Background: an optimization exercise with open tools, aiming at small area, a short achievable clock period and few clock cycles per item. Do not read the settings as production practice.
No functional check of the RTL was part of any run shown here.
Power figures rest on the tool's default switching activity, not on a simulated workload.

## flow/design.v (module list and top-level ports; edited modules follow where they fit)
// module tc_fa: 10 lines
// module tc_aoi21: 8 lines
// module tc_oai21: 8 lines
// module tc_mux2: 8 lines
// module tc_dot_product: 2922 lines
module tc_dot_product #(
    parameter int shape_k    = SHAPE_K_DEF,
    parameter int in_width   = IN_WIDTH_DEF,
    parameter int depth_warp = DEPTH_WARP_DEF,
    parameter int fifo_depth = FIFO_DEPTH_DEF
) (
    input  logic                          clk,
    input  logic                          reset_i,
    input  logic [shape_k*in_width-1:0]   a_i,
    input  logic [shape_k*in_width-1:0]   b_i,
    input  logic [C_WIDTH-1:0]            c_i,
    input  tc_pkg::tc_op_e                        op_i,
    input  logic [IDXW_WIDTH-1:0]         ctrl_reg_idxw_i,
    input  logic [depth_warp-1:0]         ctrl_warpid_i,
    input  logic                          in_valid_i,
    input  logic                          out_ready_i,
    output logic                          in_ready_o,
    output logic                          out_valid_o,
    output logic [C_WIDTH-1:0]            result_o,
    output logic                          ovf_o,
    output logic [IDXW_WIDTH-1:0]         ctrl_reg_idxw_o,
    output logic [depth_warp-1:0]         ctrl_warpid_o
);
  // ...
==> flow/flow/run.sh <==
#!/bin/bash
# Layout flow: the standard flow unchanged, except that the port buffers
# are sky130_fd_sc_hd__buf_2 instead of the default delay-style buffer.
export BUFFER_PORTS_ARGS="-buffer_cell sky130_fd_sc_hd__buf_2"
bash standard.sh > standard.log 2>&1
==> flow/standard.sh <==
#!/bin/bash
# synth_recipe.tcl (not shown) runs the flow's synth.tcl, then flattens the netlist and writes it again
# the make line also repeats each setting of config.mk as NAME=value (left out here)
make -C /OpenROAD-flow-scripts/flow DESIGN_CONFIG=/design/flow/config.mk WORK_HOME=/design/flow/orfs CLKGATE_MAP_FILE= SYNTH_SCRIPT=/design/flow/synth_recipe.tcl "${@:-finish}"
==> flow/config.mk <==
export PLATFORM = sky130hd
export DESIGN_NAME = tc_dot_product
export DESIGN_NICKNAME = tc_dot_product
export VERILOG_FILES = /design/flow/design.v
export SDC_FILE = /design/flow/constraint.sdc
export NUM_CORES = 4
export LEC_CHECK = 0
export CAP_MARGIN = 20
export CORE_MARGIN = 2
export CORE_UTILIZATION = 40
export SETUP_SLACK_MARGIN = 2.6
export SLEW_MARGIN = 20
export SYNTH_HIERARCHICAL = 1
export SYNTH_MINIMUM_KEEP_SIZE = 0
export TNS_END_PERCENT = 10
==> flow/constraint.sdc <==
create_clock -name core_clock -period 5.5 [get_ports {clk}]
set_input_delay 1.1000 -clock core_clock [delete_from_list [all_inputs] [get_ports {clk}]]
set_output_delay 1.1000 -clock core_clock [all_outputs]
set_load 0.01 [all_outputs]
==> reports/results.ini, run 1 <==
[outcome]
status=no timing/DRC/antenna violations

[synthesis]
synth-adder-area-share_pct=43.8
yosys-top-cells-count=nand2_1 (538), fa_1 (495), edfxtp_1 (300)
synth_area_leaders=fa_1 (42%), edfxtp_1 (38%), nand2_1 (8.6%), clkbuf_1 (2.0%), xor2_1 (1.8%)
ys_seq_elements=303
yosys-mux-area-fraction_pct=0.212

[worst_setup_path]
cpMaxStageDelayCell=fa_1
critPathMaxStageDelay_ns=0.53
path_class=reg2reg
reg2reg_from=t2_q[18]$_DFFE_PP_
cp.depth=9
r2r_cells=9

[sta]
fin_skew_ns=0.0170
relSlewSlack_pct=29.9
fin_setup_tns_ns=0
drv_slew=0

[final_layout]
largest_reg_flops=179
multi_input_area_share_pct=52.0
multiInputGateArea_sq_um=13800
layout_commonest_cell=nand2_1
design.seq.count=303

[power_and_ir_drop]
leakage_uw=0.00970
power_frac_comb_pct=62.1

[route]
postRouteWirelength_um=69600
vias=14200

[floorplanning]
rows=89
well_tap_count=773

[job]
drv_cap=0

[place]
dp_cells=2615

[grt]
grt_use_met2_pct=39.0
grt_start_max_net_pins=174

[clock_tree]
cts-root-buf=clkbuf_16
clock-sinks=303
cts-resized-gates=4

==> run 2: changes to the inputs <==
--- a/flow/design.v
+++ b/flow/design.v
@@ -40,16 +40,23 @@
 module tc_mux2 (
     input  logic a,
     input  logic b,
     input  logic s,
     output logic y
 );
     assign y = s ? b : a;
 endmodule
+module tc_rdy (
+    input  logic v,
+    input  logic r,
+    output logic y
+);
+    assign y = !v || r;
+endmodule
 `timescale 1ns/1ps
 import tc_pkg::*;
 module tc_dot_product #(
     parameter int shape_k    = SHAPE_K_DEF,
     parameter int in_width   = IN_WIDTH_DEF,
     parameter int depth_warp = DEPTH_WARP_DEF,
     parameter int fifo_depth = FIFO_DEPTH_DEF
 ) (
@@ -72,17 +79,17 @@
 );
     localparam int S = 3;    
     logic sgn, uns;
     assign sgn = (op_i == OP_SIGNED);
     assign uns = !sgn;
     logic         adv;
     logic [S-1:0] vld_q;
     assign adv         = !vld_q[S-1] || out_ready_i;
-    assign in_ready_o  = adv;
+    tc_rdy u_rdy (.v(vld_q[S-1]), .r(out_ready_i), .y(in_ready_o));
     assign out_valid_o = vld_q[S-1];
     always_ff @(posedge clk) begin
         if (reset_i) begin
             vld_q <= '0;
         end else if (adv) begin
             vld_q <= {vld_q[S-2:0], in_valid_i};
         end
     end
==> reports/results.ini, run 2 <==
[power_and_ir_drop]
p_sw_uw=7870
leakage_uw=0.00966  ; -0.37%
p_int_uw=10700
power_density_nw_per_um2=701
power_frac_comb_pct=61.7  ; -0.4 points
swShare_pct=42.3
vdd_drop_max_uv=551
clock_power_share_pct=13.0
seq_power_share_pct=25.3

[floorplanning]
die_h_um=247
die_width_um=247
dieArea_sq_um=61000
start_util_pct=40.2
num_io_pins=190
core_sq_um=58700
rows=89  ; unchanged

[synthesis]
synthArstFlopShare_pct=0
synth_area_leaders=fa_1 (42%), edfxtp_1 (38%), nand2_1 (8.6%), clkbuf_1 (2.0%), xor2_1 (1.8%)
syn-cell-area_sq_um=23600
synth_xor_area_share_pct=2.45
ys_types=34
yosysSeqAreaShare_pct=38.4
yosysWarnings=9
synth_top_cell_by_area=fa_1
synthSimpleGateAreaFrac_pct=9.15
synth_flop_cell=edfxtp_1
yosys-top-cells-count=nand2_1 (538), fa_1 (495), edfxtp_1 (300)
synth_top_family_by_area=adder cells
synth-adder-area-share_pct=43.8  ; about the same
yosys.area.top_type_share_pct=42.0
syn_avg_cell_area_sq_um=13.2
synth_edf_count=300
yosys-mux-area-fraction_pct=0.212  ; about the same
ys_seq_elements=303  ; unchanged
synth_most_common_cell=nand2_1
synthCells=1784
synth_compound_area_share_pct=2.04

[place]
dp_cells=2616  ; +0.038%
io_buffers=189
place_congestion=1.01
place_hpwl_um=57600
dpl_cell_area_sq_um=25100

[clock_tree]
ctsHoldBuffers=0
cts_max_level=2
cts_buffer_depth=3
cts.clk_slew.worst_paths_ns=0.06
cts_tree=yes
clock-sinks=303  ; unchanged
cts-root-buf=clkbuf_16
clock_latency_ns=0.56
cts_buffers=37

[worst_setup_path]
cp_max_fo=5
arrival_ns=3.28
critPathMaxStageDelay_ns=0.51  ; -0.02 ns
path_cells=fa_1 > fa_1 > inv_1 > ha_2 > nand2_2 > o21ai_1 > a21oi_2 > o21ai_4 > mux2_4
timing.critical_path.mode_cell=fa_1
crit_path_start_kind=flip-flop
crit_buf_inv=1
crit_family=adder cells
worstSetupEndpointType=flip-flop
critPathRequiredTime_ns=5.79
cpMaxStageDelayCell=fa_1
path_class=reg2reg

[final_layout]
fin_util_pct=45.2
fin_area_sq_um=26500
mostFrequentLayoutCells=nand2_1 (533), fa_1 (489), edfxtp_1 (300)
layout_commonest_cell=nand2_1
diodes=0
fillers=5218
regArea_sq_um=9070
top_register=t1_q
top_regs=t1_q (179), t2_q (67), idxw_q (24)
final_cells=2688
drive_gt1_share_pct=16.6
multiInputGateArea_sq_um=13800  ; -0.24%
finalNetCount=2578
syn_to_final_growth_pct=12.3
largest_reg_flops=179  ; unchanged

[sta]
relSlewSlack_pct=35.7  ; +5.8 points
holdWs_ns=0.416
finalCritPeriodShare_pct=54.3
finalSetupViolCount=0
rsz0062_at_grt=true
fin_skew_ns=0.0228  ; +0.00579 ns
fin_crit_ns=2.99
fmax_ghz=0.335
final_hold_viol_count=0
worst_pin_slew_ns=0.964
drv_slew=0  ; unchanged
fin_setup_tns_ns=0  ; unchanged

[route]
wire_per_inst_um=25.7
postRouteWirelength_um=69000  ; -0.77%
antenna_left=0
drtIter0Drc=1051
dr.pass1.iters=5
routed_via_density=5.25
remaining_drc_errors=0
vias=14100  ; -0.52%

[grt]
use_met3_pct=4.74
track_usage_pct=23.4
antenna_found_initial=1
gr-total-overflow=0
use_met1_pct=30.0
grt_pass1_vias=15900
grt_start_max_net_pins=162  ; -6.9%
grt_use_met2_pct=40.0  ; +0.94 points
grt_most_used_layer=met2
grt_pass1_wl_um=102000

[outcome]
status=no timing/DRC/antenna violations

[job]
drv_cap=0  ; unchanged

[worst_hold_path]
min_path_type=reg2reg

==> run 2: changes by cell type in the layout (fill, tap and decap cells not counted), moves of 4 or more <==
cell / delta
bufinv_16: -4
buf_4: -6
fa_2: +4
fa_1: -4
==> run 2: cells by family (layout without fill, tap and decap cells) <==
group,Yosys count,after routing
mux,4,4
xor+xnor,66,66
flops,303,303
fa+ha+maj,529,529
simple gates,564,564
buf+inv,244,373
compound gates,72,72
other cells,2,4
==> run 2: layout make-up <==
cell class | instances | area share [%]
multi-input combinational | 1239 | 52.1
sequential | 303 | 34.2
timing repair buffer | 200 | 4.03
clock buffer | 43 | 3.74
tap | 773 | 3.65
inverter | 108 | 1.53
clock inverter | 22 | 0.764
==> run 2: repair_timing <==
item,CTS,global route
gates resized for setup,5,36
setup endpoints to repair,48,14
pin swaps,0,6
setup buffers,4,3
==> run 2: final timing paths <==
path                           from                      to  slack, ns  cells after the start
max              t2_q[28]$_DFFE_PP_         ovf_o$_DFFE_PP_       2.51                      9
min reg2reg  idxw_q[1][0]$_DFFE_PP_  idxw_q[2][0]$_DFFE_PP_       0.42                      0
min          idxw_q[1][0]$_DFFE_PP_  idxw_q[2][0]$_DFFE_PP_       0.42                      0
max reg2reg      t2_q[28]$_DFFE_PP_         ovf_o$_DFFE_PP_       2.51                      9
==> run 2: power by group through the flow <==
stage | Clock (uW) | Sequential [uW] | Combinational, uW
final | 2420 | 4700 | 11500
after global routing | 2560 | 4790 | 12900
after CTS | 2480 | 4710 | 10700
after detailed placement | 0 | 4760 | 10600
after global placement | 0 | 4730 | 10400
after floorplan | 0 | 4590 | 7360
==> run 2: per-layer routing <==
layer	part of all wire (%)	up-vias	wire length [um]
met2	50	639	34200
met4	3.1	2	2160
met1	40	7520	27700
li1	-	5786	-
met3	7.2	158	4940
met5	0.026	-	18
==> run 2: stage by stage <==
step	setup WS [ns]	power, uW
after CTS	2.29	17900
after floorplan	1.77	11900
final	2.51	18600
after global placement	2.12	15200
after global routing	2.40	20200
after detailed placement	2.01	15400
==> run 2: per-module statistics from Yosys (local to each module, per instance) <==
module          flip-flops and latches  cells  times used
tc_aoi21                             0      1          27
tc_dot_product                     303   1238           1
tc_fa                                0      1         495
tc_mux2                              0      1           2
tc_oai21                             0      1          21
tc_rdy                               0      1           1
==> run 3: changes to the inputs <==
--- a/flow/config.mk
+++ b/flow/config.mk
@@ -9,7 +9,7 @@
 export CORE_MARGIN = 2
 export CORE_UTILIZATION = 40
-export SETUP_SLACK_MARGIN = 2.6
+export SETUP_SLACK_MARGIN = 2.8
 export SLEW_MARGIN = 20
 export SYNTH_HIERARCHICAL = 1
 export SYNTH_MINIMUM_KEEP_SIZE = 0
-export TNS_END_PERCENT = 10
+export TNS_END_PERCENT = 5
==> reports/results.ini, run 3 <==
[power_and_ir_drop]
clock_power_share_pct=11.7  ; -1.3 points
seq_power_share_pct=22.8  ; -2.5 points
vdd_drop_max_uv=748  ; +36%
leakage_uw=0.00979  ; +1.3%
power_frac_comb_pct=65.5  ; +3.8 points
power_density_nw_per_um2=767  ; +9.4%
p_int_uw=11800  ; +10%
p_sw_uw=8840  ; +12%
swShare_pct=42.8  ; +0.50 points

[route]
routed_via_density=5.26  ; +0.32%
postRouteWirelength_um=69700  ; +0.97%
remaining_drc_errors=0  ; unchanged
dr.pass1.iters=7  ; +2
wire_per_inst_um=25.8  ; +0.41%
drtIter0Drc=1094  ; +4.1%
antenna_left=0  ; unchanged
vias=14200  ; +0.88%

[synthesis]
yosys.area.top_type_share_pct=42.0  ; unchanged
ys_types=34  ; unchanged
synthCells=1784  ; unchanged
yosys-top-cells-count=nand2_1 (538), fa_1 (495), edfxtp_1 (300)
synth_most_common_cell=nand2_1
yosysSeqAreaShare_pct=38.4  ; unchanged
synth_edf_count=300  ; unchanged
yosysWarnings=9  ; unchanged
syn_avg_cell_area_sq_um=13.2  ; unchanged
synth_flop_cell=edfxtp_1
synthArstFlopShare_pct=0  ; unchanged
synth_area_leaders=fa_1 (42%), edfxtp_1 (38%), nand2_1 (8.6%), clkbuf_1 (2.0%), xor2_1 (1.8%)
ys_seq_elements=303  ; unchanged
synth_top_cell_by_area=fa_1
syn-cell-area_sq_um=23600  ; unchanged

[final_layout]
top_regs=t1_q (179), t2_q (67), idxw_q (24)
diodes=0  ; unchanged
top_register=t1_q
drive_gt1_share_pct=19.0  ; +2.4 points
syn_to_final_growth_pct=14.0
finalNetCount=2593  ; +0.58%
largest_reg_flops=179  ; unchanged
mostFrequentLayoutCells=nand2_1 (528), fa_1 (483), edfxtp_1 (300)
layout_commonest_cell=nand2_1
final_cells=2703  ; +0.56%

[grt]
gr-total-overflow=0  ; unchanged
antenna_found_initial=1  ; unchanged
track_usage_pct=23.5  ; +0.16 points
grt_start_max_net_pins=162  ; unchanged
grt_pass1_vias=16000  ; +0.79%
grt_pass1_wl_um=103000  ; +0.69%

[clock_tree]
cts_tree=yes
clock-sinks=303  ; unchanged
cts-root-buf=clkbuf_16
cts_max_level=2  ; unchanged
ctsHoldBuffers=0  ; unchanged
cts_buffers=37  ; unchanged
clock_latency_ns=0.56  ; about the same
cts_buffer_depth=3  ; unchanged
cts.clk_slew.worst_paths_ns=0.06  ; about the same

[sta]
finalSetupViolCount=0  ; unchanged
drv_slew=0  ; unchanged
rsz0062_at_grt=true
fmax_ghz=0.334  ; -0.25%
fin_crit_ns=2.99  ; +0.00755 ns
worst_pin_slew_ns=0.955  ; -0.00907 ns
fin_setup_tns_ns=0  ; unchanged
relSlewSlack_pct=36.3  ; +0.60 points
fin_skew_ns=0.0229  ; +0.0000629 ns
holdWs_ns=0.416  ; -0.000162 ns
finalWorstSetupSlack_ns=2.51  ; -0.00755 ns
final_hold_viol_count=0  ; unchanged
finalCritPeriodShare_pct=54.4  ; +0.14 points

[floorplanning]
die_h_um=247  ; unchanged
start_util_pct=40.2  ; unchanged
dieArea_sq_um=61000  ; unchanged
rows=89  ; unchanged
num_io_pins=190  ; unchanged
core_sq_um=58700  ; unchanged
die_width_um=247  ; unchanged

[worst_setup_path]
worstSetupEndpointType=flip-flop
path_cells=fa_2 > fa_1 > inv_2 > ha_4 > a21oi_4 > o21ai_2 > buf_4 > buf_4 > a21oi_2 > o21ai_1 > xor2_1
path_class=reg2reg
crit_family=adder cells
crit_buf_inv=3  ; +2
crit_path_start_kind=flip-flop
critPathMaxStageDelay_ns=0.59  ; +0.08 ns
reg2reg_from=t2_q[13]$_DFFE_PP_
timing.critical_path.mode_cell=buf_4
critPathRequiredTime_ns=5.76  ; -0.03 ns
r2r-end=sum_q[11]$_DFFE_PP_
arrival_ns=3.26  ; -0.02 ns
r2r_cells=11  ; +2
cp_max_fo=4  ; -1
regToRegSetupSlack_ns=2.51  ; about the same
cpMaxStageDelayCell=fa_2

[worst_hold_path]
min_path_type=reg2reg
min_from=t1_q[3]$_DFFE_PP_
holdPathEnd=t2_q[3]$_DFFE_PP_
whs_path_depth=0  ; unchanged

[place]
post-place-ws_ns=2.01  ; unchanged
place_congestion=1.01  ; unchanged
dp_cells=2616  ; unchanged
io_buffers=189  ; unchanged
place_hpwl_um=57600  ; unchanged

[job]
drv_cap=0  ; unchanged

[outcome]
status=no timing/DRC/antenna violations

-- run 3: per-layer routing --
layer	up-vias	global-route usage [%]	part of all wire, %	wire length (um)
li1	5812	-	-	-
met1	7564	30.1	40	27600
met2	689	40.5	50	34900
met3	162	4.73	7.3	5100
met4	2	7.10	3.0	2070
met5	-	0	0.026	18
-- run 3: power groups by stage --
stage	logic (uW)	registers, uW	clock network (uW)
2_1_floorplan	7360	4590	0
3_5_place_dp	10600	4760	0
6_report	13500	4700	2420
3_3_place_gp	10400	4730	0
5_1_grt	14900	4790	2560
4_1_cts	12000	4710	2480
-- run 3: Yosys stat by module, one instance, submodules excluded --
module          cells  area [sq um]
tc_dot_product   1238         13300
tc_fa               1          20.0
tc_mux2             1          15.0
tc_aoi21            1          8.76
tc_rdy              1          6.26
tc_oai21            1          5.00
-- run 3: stage by stage --
stage | power [uW] | instance area [sq um] | util (%)
after floorplan | 11900 | 23600 | -
after global placement | 15200 | 25100 | 42.7
after detailed placement | 15400 | 25100 | 42.7
after CTS | 19100 | 26600 | 45.4
after global routing | 22200 | 26900 | 45.8
final | 20600 | 26900 | 45.8
-- run 3: cell type report --
type                            count  area [sq um]
Clock inverter                     22           203
Sequential cell                   303          9070
Tap cell                          773           967
Inverter                          108           405
Clock buffer                       43           991
Multi-Input combinational cell   1239         14100
Timing Repair Buffer              215          1210
Fill cell                        5161         31800
-- run 3: how the worst max path moves through the flow --
stage / startpoint / endpoint / cells after the start
2_1_floorplan: out_ready_i / vld_q[0]$_SDFFE_PP0P_ / 3
3_5_place_dp: sgn_q[0]$_DFFE_PP_ / t2_q[47]$_DFFE_PP_ / 5
3_3_place_gp: t2_q[28]$_DFFE_PP_ / neg_q$_DFFE_PP_ / 9
5_1_grt: t2_q[13]$_DFFE_PP_ / sum_q[11]$_DFFE_PP_ / 11
4_1_cts: t2_q[58]$_DFFE_PP_ / ovf_o$_DFFE_PP_ / 8
6_report: t2_q[13]$_DFFE_PP_ / sum_q[11]$_DFFE_PP_ / 11
-- run 3: cells by family after synthesis --
logic type,synth area share (%)
and+or+nand+nor,9.15
adders and majority gates,43.8
DFF,38.4
buffers and inverters,3.94
AOI/OAI and AO/OA,2.04
xor gates and xnor gates,2.45
muxes,0.212
other,0.0318
-- run 3: timing repair --
| item | in CTS | in global routing |
|---|---|---|
| gates cloned | 0 | 0 |
| buffers inserted | 15 | 7 |
| pin swaps | 15 | 30 |
| resized for setup | 46 | 51 |
| setup endpoints to repair | 82 | 118 |

[re-timing with driven ports]
The flow's constraints put no driver on any port. The routed layouts listed below were extracted and timed again, unchanged, in two steps. Step 1: set_driving_cell puts a clkbuf_16 on clk and a buf_2 on each other input, an assumption about the parent block. Step 2 adds t to the input delays and takes it off the output delays; t is the mean of the earliest and latest rising clock arrival at the registers after step 1. Input paths then give back, and output paths get back, about the clock's delay inside the block. Slacks: no drivers / after step 1 / after step 2; pairs: no drivers / after step 1.
| run | t (ns) | slack for setup (ns) | worst register clock-pin slew, ns | worst slew at a driven data input, ns |
|---|---|---|---|---|
| run 1 | 0.607 | 2.521 / 2.521 / 2.055 | 0.07 / 0.07 | 0.06 |
| run 2 | 0.598 | 2.513 / 2.513 / 2.066 | 0.06 / 0.06 | 0.06 |
| run 3 | 0.598 | 2.506 / 2.506 / 2.056 | 0.06 / 0.06 | 0.06 |
After both steps setup and hold are still met in every run listed. For run 1, which loses most, drivers alone change the setup slack by 0.000 ns; drivers and shift together by -0.466 ns.
